This design comes from an exercise in tuning for small area, a short achievable clock period and few clock cycles on the open sky130 flow, not from production work. In this exercise RTL edits were held to simulation tests only and were not proved equivalent to the original.

== lane 1 ==
==> flow/design.v <==
package sbda_pkg;
	localparam int VALUE_WIDTH_DEF = 32;
	localparam int BITS_PER_STAGE = 4;
	localparam int ND = 10;
	localparam int BW = 4 * (ND - 1) + 2;
	function automatic logic [BW-1:0] dabble1(input logic [BW-1:0] b, input logic bit_in);
		logic [BW-1:0] r;
		logic          c;
		c = bit_in;
		for (int d = 0; d < ND - 1; d++) begin
			logic d3, d2, d1, d0;
			{d3, d2, d1, d0} = b[d*4 +: 4];
			r[d*4]     = c;
			r[d*4 + 1] = (!d3 && !d2 && d0) || (d2 && d1 && !d0) || (d3 && !d0);
			r[d*4 + 2] = (d3 && !d0) || (!d2 && d1) || (d1 && d0);
			r[d*4 + 3] = (d3 && d0) || (d2 && !d1 && !d0);
			c = d3 || (d2 && (d1 || d0));
		end
		r[BW-2] = c;
		r[BW-1] = b[BW-2];
		dabble1 = r;
	endfunction
endpackage
module sbda_conv #(
	parameter int VALUE_WIDTH = sbda_pkg::VALUE_WIDTH_DEF
) (
	input  logic                          clk,
	input  logic                          arst_n,
	input  logic                          up_valid,
	output logic                          up_ready,
	input  logic [VALUE_WIDTH-1:0]        value,
	output logic                          dn_valid,
	input  logic                          dn_ready,
	output logic                          dn_neg,
	output logic [sbda_pkg::BW-1:0]       dn_bcd
);
	localparam int W  = VALUE_WIDTH;
	localparam int NN = W / 4;
	localparam int CW = $clog2(NN);
	localparam int BW = sbda_pkg::BW;
	logic          neg;
	logic [NN-1:0] nib_z, nib_f, low_z, nz;
	logic [CW-1:0] k0m1;
	logic          k0_z;
	logic [NN-1:0] above, top_oh, sel;
	logic [3:0]    f_nib;
	logic          f_bo;
	logic          f_busy;    
	logic          f_wait;    
	logic [CW-1:0] f_cnt;
	assign neg = value[W-1];
	always_comb begin
		for (int j = 0; j < NN; j++) begin
			nib_z[j] = (value[j*4 +: 4] == 4'h0);
			nib_f[j] = (value[j*4 +: 4] == 4'hF);
		end
		low_z[0] = 1'b1;
		for (int j = 1; j < NN; j++) low_z[j] = low_z[j-1] & nib_z[j-1];
		for (int j = 0; j < NN; j++)
			nz[j] = neg ? (!nib_f[j] || (!nib_z[j] && (j == 0 || nib_z[j == 0 ? 0 : j-1]))) : !nib_z[j];
		above[NN-1] = 1'b0;
		for (int j = NN - 2; j >= 0; j--) above[j] = above[j+1] | nz[j+1];
		for (int j = 0; j < NN; j++) begin
			top_oh[j] = (nz[j] || j == 0) && !above[j];
			sel[j]    = f_busy ? (f_cnt == CW'(j)) : top_oh[j];
		end
		k0_z  = !above[0];
		k0m1  = '0;
		f_nib = '0;
		f_bo  = 1'b0;
		for (int j = 0; j < NN; j++) begin
			if (top_oh[j]) k0m1 = k0m1 | CW'(j - 1);
			if (sel[j]) begin
				f_nib = f_nib | value[j*4 +: 4];
				f_bo  = f_bo | !low_z[j];
			end
		end
	end
	logic          c_v, c_first, c_last, c_neg, c_bo;
	logic [3:0]    c_nib;
	logic [BW-1:0] bcd;
	logic          d_done, d_neg;
	logic          d_accept, handoff, c_free, c_free_sure;
	logic          fetch_first, fetch_next;
	assign handoff     = d_done && dn_ready;
	assign d_accept    = c_v && (!d_done || dn_ready);
	assign c_free      = !c_v || d_accept;
	assign c_free_sure = !(c_v && c_first && d_done);
	assign fetch_first = up_valid && !f_busy && !f_wait && c_free;
	assign fetch_next  = f_busy && ((f_cnt == '0) ? c_free_sure : c_free);
	logic          rdy_q, rdy_nx;
	logic          f_wait_nx, f_busy_nx, c_v_nx, c_first_nx, d_done_nx;
	logic [CW-1:0] f_cnt_nx;
	always_comb begin
		f_wait_nx  = fetch_first && k0_z;
		f_busy_nx  = fetch_first ? !k0_z : (f_busy && !(fetch_next && f_cnt == '0));
		f_cnt_nx   = fetch_first ? k0m1 : (fetch_next ? f_cnt - 1'b1 : f_cnt);
		c_v_nx     = (fetch_first || fetch_next) || (c_v && !d_accept);
		c_first_nx = (fetch_first || fetch_next) ? fetch_first : c_first;
		d_done_nx  = d_accept ? c_last : (d_done && !handoff);
		rdy_nx     = f_wait_nx || (f_busy_nx && (f_cnt_nx == '0) && !(c_v_nx && c_first_nx && d_done_nx));
	end
	assign up_ready = rdy_q;
	always_ff @(posedge clk or negedge arst_n) begin
		if (!arst_n) begin
			f_busy <= 1'b0;
			f_wait <= 1'b0;
			rdy_q  <= 1'b0;
			c_v    <= 1'b0;
			d_done <= 1'b0;
		end else begin
			rdy_q <= rdy_nx;
			if (f_wait) f_wait <= 1'b0;
			if (fetch_first) begin
				if (k0_z) f_wait <= 1'b1;
				else f_busy <= 1'b1;
			end else if (fetch_next && f_cnt == '0) begin
				f_busy <= 1'b0;
			end
			if (fetch_first || fetch_next) c_v <= 1'b1;
			else if (d_accept) c_v <= 1'b0;
			if (d_accept) d_done <= c_last;
			else if (handoff) d_done <= 1'b0;
		end
	end
	always_ff @(posedge clk) begin
		if (fetch_first) f_cnt <= k0m1;
		else if (fetch_next) f_cnt <= f_cnt - 1'b1;
		if (fetch_first || fetch_next) begin
			c_nib   <= f_nib;
			c_bo    <= f_bo;
			c_neg   <= neg;
			c_first <= fetch_first;
			c_last  <= f_busy ? (f_cnt == '0) : k0_z;
		end
	end
	logic [3:0]    mbits;
	logic [BW-1:0] b_nx, b_dd, b_fv;
	always_comb begin
		logic orb;
		orb = c_bo;
		for (int t = 0; t < 4; t++) begin
			mbits[t] = c_nib[t] ^ (c_neg & orb);
			orb = orb | c_nib[t];
		end
		b_dd = bcd;
		for (int t = 3; t >= 0; t--) b_dd = sbda_pkg::dabble1(b_dd, mbits[t]);
		b_fv = '0;
		b_fv[7:0] = (mbits >= 4'd10) ? {4'd1, mbits - 4'd10} : {4'd0, mbits};
		b_nx = c_first ? b_fv : b_dd;
	end
	always_ff @(posedge clk) begin
		if (d_accept) begin
			bcd <= b_nx;
			if (c_first) d_neg <= c_neg;
		end
	end
	assign dn_valid = d_done;
	assign dn_neg   = d_neg;
	assign dn_bcd   = bcd;
endmodule
module sbda_ser (
	input  logic                    clk,
	input  logic                    arst_n,
	input  logic                    up_valid,
	output logic                    up_ready,
	input  logic                    up_neg,
	input  logic [sbda_pkg::BW-1:0] up_bcd,
	output logic                    char_valid,
	input  logic                    char_ready,
	output logic [7:0]              character,
	output logic                    last
);
	localparam int ND = sbda_pkg::ND;
	localparam int BW = sbda_pkg::BW;
	logic          s_busy, s_neg, s_atl;
	logic [3:0]    s_idx;
	logic [BW-1:0] s_bcd;
	logic          o_v, o_dash, o_last;
	logic [3:0]    o_lo;
	logic          emit, fin, load;
	logic [3:0]    lead, dig;
	logic [4*ND-1:0] bcd_ext;
	assign emit     = s_busy && (!o_v || char_ready);
	assign fin      = emit && s_atl;
	assign up_ready = !s_busy || fin;
	assign load     = up_valid && up_ready;
	always_comb begin
		lead = 4'd0;
		for (int d = 0; d < ND - 1; d++) if (up_bcd[d*4 +: 4] != 4'd0) lead = 4'(d);
		if (up_bcd[BW-1:BW-2] != 2'd0) lead = 4'(ND - 1);
		bcd_ext = {2'b00, s_bcd};
		dig = bcd_ext[s_idx*4 +: 4];
	end
	always_ff @(posedge clk or negedge arst_n) begin
		if (!arst_n) begin
			s_busy <= 1'b0;
			o_v    <= 1'b0;
		end else begin
			if (load) s_busy <= 1'b1;
			else if (fin) s_busy <= 1'b0;
			if (emit) o_v <= 1'b1;
			else if (char_ready) o_v <= 1'b0;
		end
	end
	always_ff @(posedge clk) begin
		if (emit) begin
			o_dash <= s_neg;
			o_lo   <= s_neg ? 4'hD : dig;
			o_last <= s_atl;
		end
		if (load) begin
			s_neg <= up_neg;
			s_idx <= lead;
			s_bcd <= up_bcd;
			s_atl <= !up_neg && (lead == 4'd0);
		end else if (emit) begin
			if (s_neg) begin
				s_neg <= 1'b0;
				s_atl <= (s_idx == 4'd0);
			end else begin
				s_idx <= s_idx - 1'b1;
				s_atl <= (s_idx == 4'd1);
			end
		end
	end
	assign char_valid = o_v;
	assign character  = {3'b001, !o_dash, o_lo};
	assign last       = o_last;
endmodule
module signed_binary_to_decimal_ascii_top #(
	parameter int VALUE_WIDTH = sbda_pkg::VALUE_WIDTH_DEF
) (
	input  logic                          clk,
	input  logic                          arst_n,
	input  logic                          value_valid,
	output logic                          value_ready,
	input  logic signed [VALUE_WIDTH-1:0] value,
	output logic                          char_valid,
	input  logic                          char_ready,
	output logic [7:0]                    character,
	output logic                          last
);
	logic                    cv_valid;
	logic                    cv_ready;
	logic                    cv_neg;
	logic [sbda_pkg::BW-1:0] cv_bcd;
	sbda_conv #(
		.VALUE_WIDTH(VALUE_WIDTH)
	) u_conv (
		.clk      (clk),
		.arst_n   (arst_n),
		.up_valid (value_valid),
		.up_ready (value_ready),
		.value    (value),
		.dn_valid (cv_valid),
		.dn_ready (cv_ready),
		.dn_neg   (cv_neg),
		.dn_bcd   (cv_bcd)
	);
	sbda_ser u_ser (
		.clk        (clk),
		.arst_n     (arst_n),
		.up_valid   (cv_valid),
		.up_ready   (cv_ready),
		.up_neg     (cv_neg),
		.up_bcd     (cv_bcd),
		.char_valid (char_valid),
		.char_ready (char_ready),
		.character  (character),
		.last       (last)
	);
endmodule
==> flow/config.mk <==
export PLATFORM = sky130hd
export DESIGN_NAME = signed_binary_to_decimal_ascii_top
export DESIGN_NICKNAME = signed_binary_to_decimal_ascii_top
export VERILOG_FILES = /design/flow/design.v
export SDC_FILE = /design/flow/constraint.sdc
export NUM_CORES = 4
export LEC_CHECK = 0
export ABC_AREA = 1
export CAP_MARGIN = 20
export CORE_MARGIN = 2
export CORE_UTILIZATION = 40
export SETUP_SLACK_MARGIN = 2.0
export SLEW_MARGIN = 20
==> flow/constraint.sdc <==
create_clock -name core_clock -period 4.0 [get_ports {clk}]
set_input_delay 0.8000 -clock core_clock [delete_from_list [all_inputs] [get_ports {clk}]]
set_output_delay 0.8000 -clock core_clock [all_outputs]
set_load 0.01 [all_outputs]
standard.sh (not shown) runs the stock make flow with config.mk's settings and CLKGATE_MAP_FILE= SYNTH_SCRIPT=/design/flow/synth_recipe.tcl, a recipe that flattens the netlist after the stock synthesis.
==> flow/flow/run.sh <==
#!/bin/bash
# Standard layout, with the port buffers made from buf_4 cells instead of the default pick.
bash standard.sh BUFFER_PORTS_ARGS="-buffer_cell sky130_fd_sc_hd__buf_4" finish > standard.log 2>&1
Testbench counts of lane 1, summed over its fixed seeds: cycles 22,057.
The inputs of lane 5 differ from those of lane 1 as listed below.
diff --git a/flow/design.v b/flow/design.v
--- a/flow/design.v
+++ b/flow/design.v
@@ -42,12 +42,9 @@
 	logic [NN-1:0] nib_z, nib_f, low_z, nz;
 	logic [CW-1:0] k0m1;
 	logic          k0_z;
-	logic [NN-1:0] above, top_oh, sel;
-	logic [3:0]    f_nib;
-	logic          f_bo;
-	logic          f_busy;    
-	logic          f_wait;    
-	logic [CW-1:0] f_cnt;
+	logic [NN-1:0] p_f, p_bo;
+	logic [3:0]    p_nib [NN];
+	logic [CW-1:0] p_idx [NN];
 	assign neg = value[W-1];
 	always_comb begin
 		for (int j = 0; j < NN; j++) begin
@@ -58,24 +55,28 @@
 		for (int j = 1; j < NN; j++) low_z[j] = low_z[j-1] & nib_z[j-1];
 		for (int j = 0; j < NN; j++)
 			nz[j] = neg ? (!nib_f[j] || (!nib_z[j] && (j == 0 || nib_z[j == 0 ? 0 : j-1]))) : !nib_z[j];
-		above[NN-1] = 1'b0;
-		for (int j = NN - 2; j >= 0; j--) above[j] = above[j+1] | nz[j+1];
 		for (int j = 0; j < NN; j++) begin
-			top_oh[j] = (nz[j] || j == 0) && !above[j];
-			sel[j]    = f_busy ? (f_cnt == CW'(j)) : top_oh[j];
-		end
-		k0_z  = !above[0];
-		k0m1  = '0;
-		f_nib = '0;
-		f_bo  = 1'b0;
-		for (int j = 0; j < NN; j++) begin
-			if (top_oh[j]) k0m1 = k0m1 | CW'(j - 1);
-			if (sel[j]) begin
-				f_nib = f_nib | value[j*4 +: 4];
-				f_bo  = f_bo | !low_z[j];
+			p_f[j]   = nz[j];
+			p_nib[j] = value[j*4 +: 4];
+			p_bo[j]  = !low_z[j];
+			p_idx[j] = CW'(j - 1);
+		end
+		for (int w = 1; w < NN; w = w * 2) begin
+			for (int j = 0; j + w < NN; j = j + 2 * w) begin
+				if (p_f[j+w]) begin
+					p_nib[j] = p_nib[j+w];
+					p_bo[j]  = p_bo[j+w];
+					p_idx[j] = p_idx[j+w];
+				end
+				p_f[j] = p_f[j] | p_f[j+w];
 			end
 		end
-	end
+		k0m1  = p_idx[0];
+		k0_z  = !(|nz[NN-1:1]);
+	end
+	logic          f_busy;    
+	logic          f_wait;    
+	logic [CW-1:0] f_cnt;
 	logic          c_v, c_first, c_last, c_neg, c_bo;
 	logic [3:0]    c_nib;
 	logic [BW-1:0] bcd;
@@ -127,8 +128,8 @@
 		if (fetch_first) f_cnt <= k0m1;
 		else if (fetch_next) f_cnt <= f_cnt - 1'b1;
 		if (fetch_first || fetch_next) begin
-			c_nib   <= f_nib;
-			c_bo    <= f_bo;
+			c_nib   <= f_busy ? value[f_cnt*4 +: 4] : p_nib[0];
+			c_bo    <= f_busy ? !low_z[f_cnt] : p_bo[0];
 			c_neg   <= neg;
 			c_first <= fetch_first;
 			c_last  <= f_busy ? (f_cnt == '0) : k0_z;
Lane 5 completed every stage of the flow, and the final layout passed the timing, design-rule and antenna checks. When the final numbers for lane 5 and lane 1 were put side by side, the headroom to the max-slew limit turned out to be smaller in lane 1. met3 layer wire length in the routed design was lower in lane 1 than in lane 5. Lane 5 vs. lane 1: count of clock-net buffers in the final layout down 1, cell count after synthesis grew by 61. Looking only at least setup slack across all paths after layout, and setting everything else aside, the higher value of lane 5 and lane 1 goes to lane 1. On via count of the first global-routing pass: lane 5 sits above lane 1. NOTE: wire length of the first global-routing pass in lane 5 exceeds that of lane 1. Diff lane 1 -> lane 5: cell count now larger, overall track demand over capacity in global routing now larger, time the worst path needs with I/O delays and setup now larger. Lane 1 → lane 5: area of the core region now sits higher; overall die height went up.
Testbench counts of lane 5, summed over its fixed seeds: cycles 22,057.

-- re-timing with driven ports --
How much do the figures lean on ideal ports? The routed layouts below were timed once more, with nothing changed but the port constraints.
Step 1 (the two cells are an assumption about what drives the block):
set clk [get_ports {clk}]
set_driving_cell -lib_cell sky130_fd_sc_hd__clkbuf_16 $clk
set_driving_cell -lib_cell sky130_fd_sc_hd__buf_2 [delete_from_list [all_inputs] $clk]
Step 2 moves the port delays by t, midway between the first and last clock arrival at a register: inputs arrive t later, outputs are due t later. That takes back most of the time a late clock gives input paths.
a / b / c = ideal / step 1 / step 2; a / b = the first two.
| run | t, ns | slack for setup (ns) | worst setup path at the end | worst register clock-pin slew, ns | pins driven straight from the clock port |
|---|---|---|---|---|---|
| lane 1 | 0.391 | 1.945 / 1.945 / 1.668 | input to register | 0.08 / 0.08 | 1 |
| lane 5 | 0.386 | 1.862 / 1.862 / 1.551 | input to register | 0.07 / 0.07 | 1 |
After both steps every run listed still meets setup and hold. The setup slack of lane 5, which loses most, moves by 0.000 ns with the drivers and by -0.311 ns with both steps.
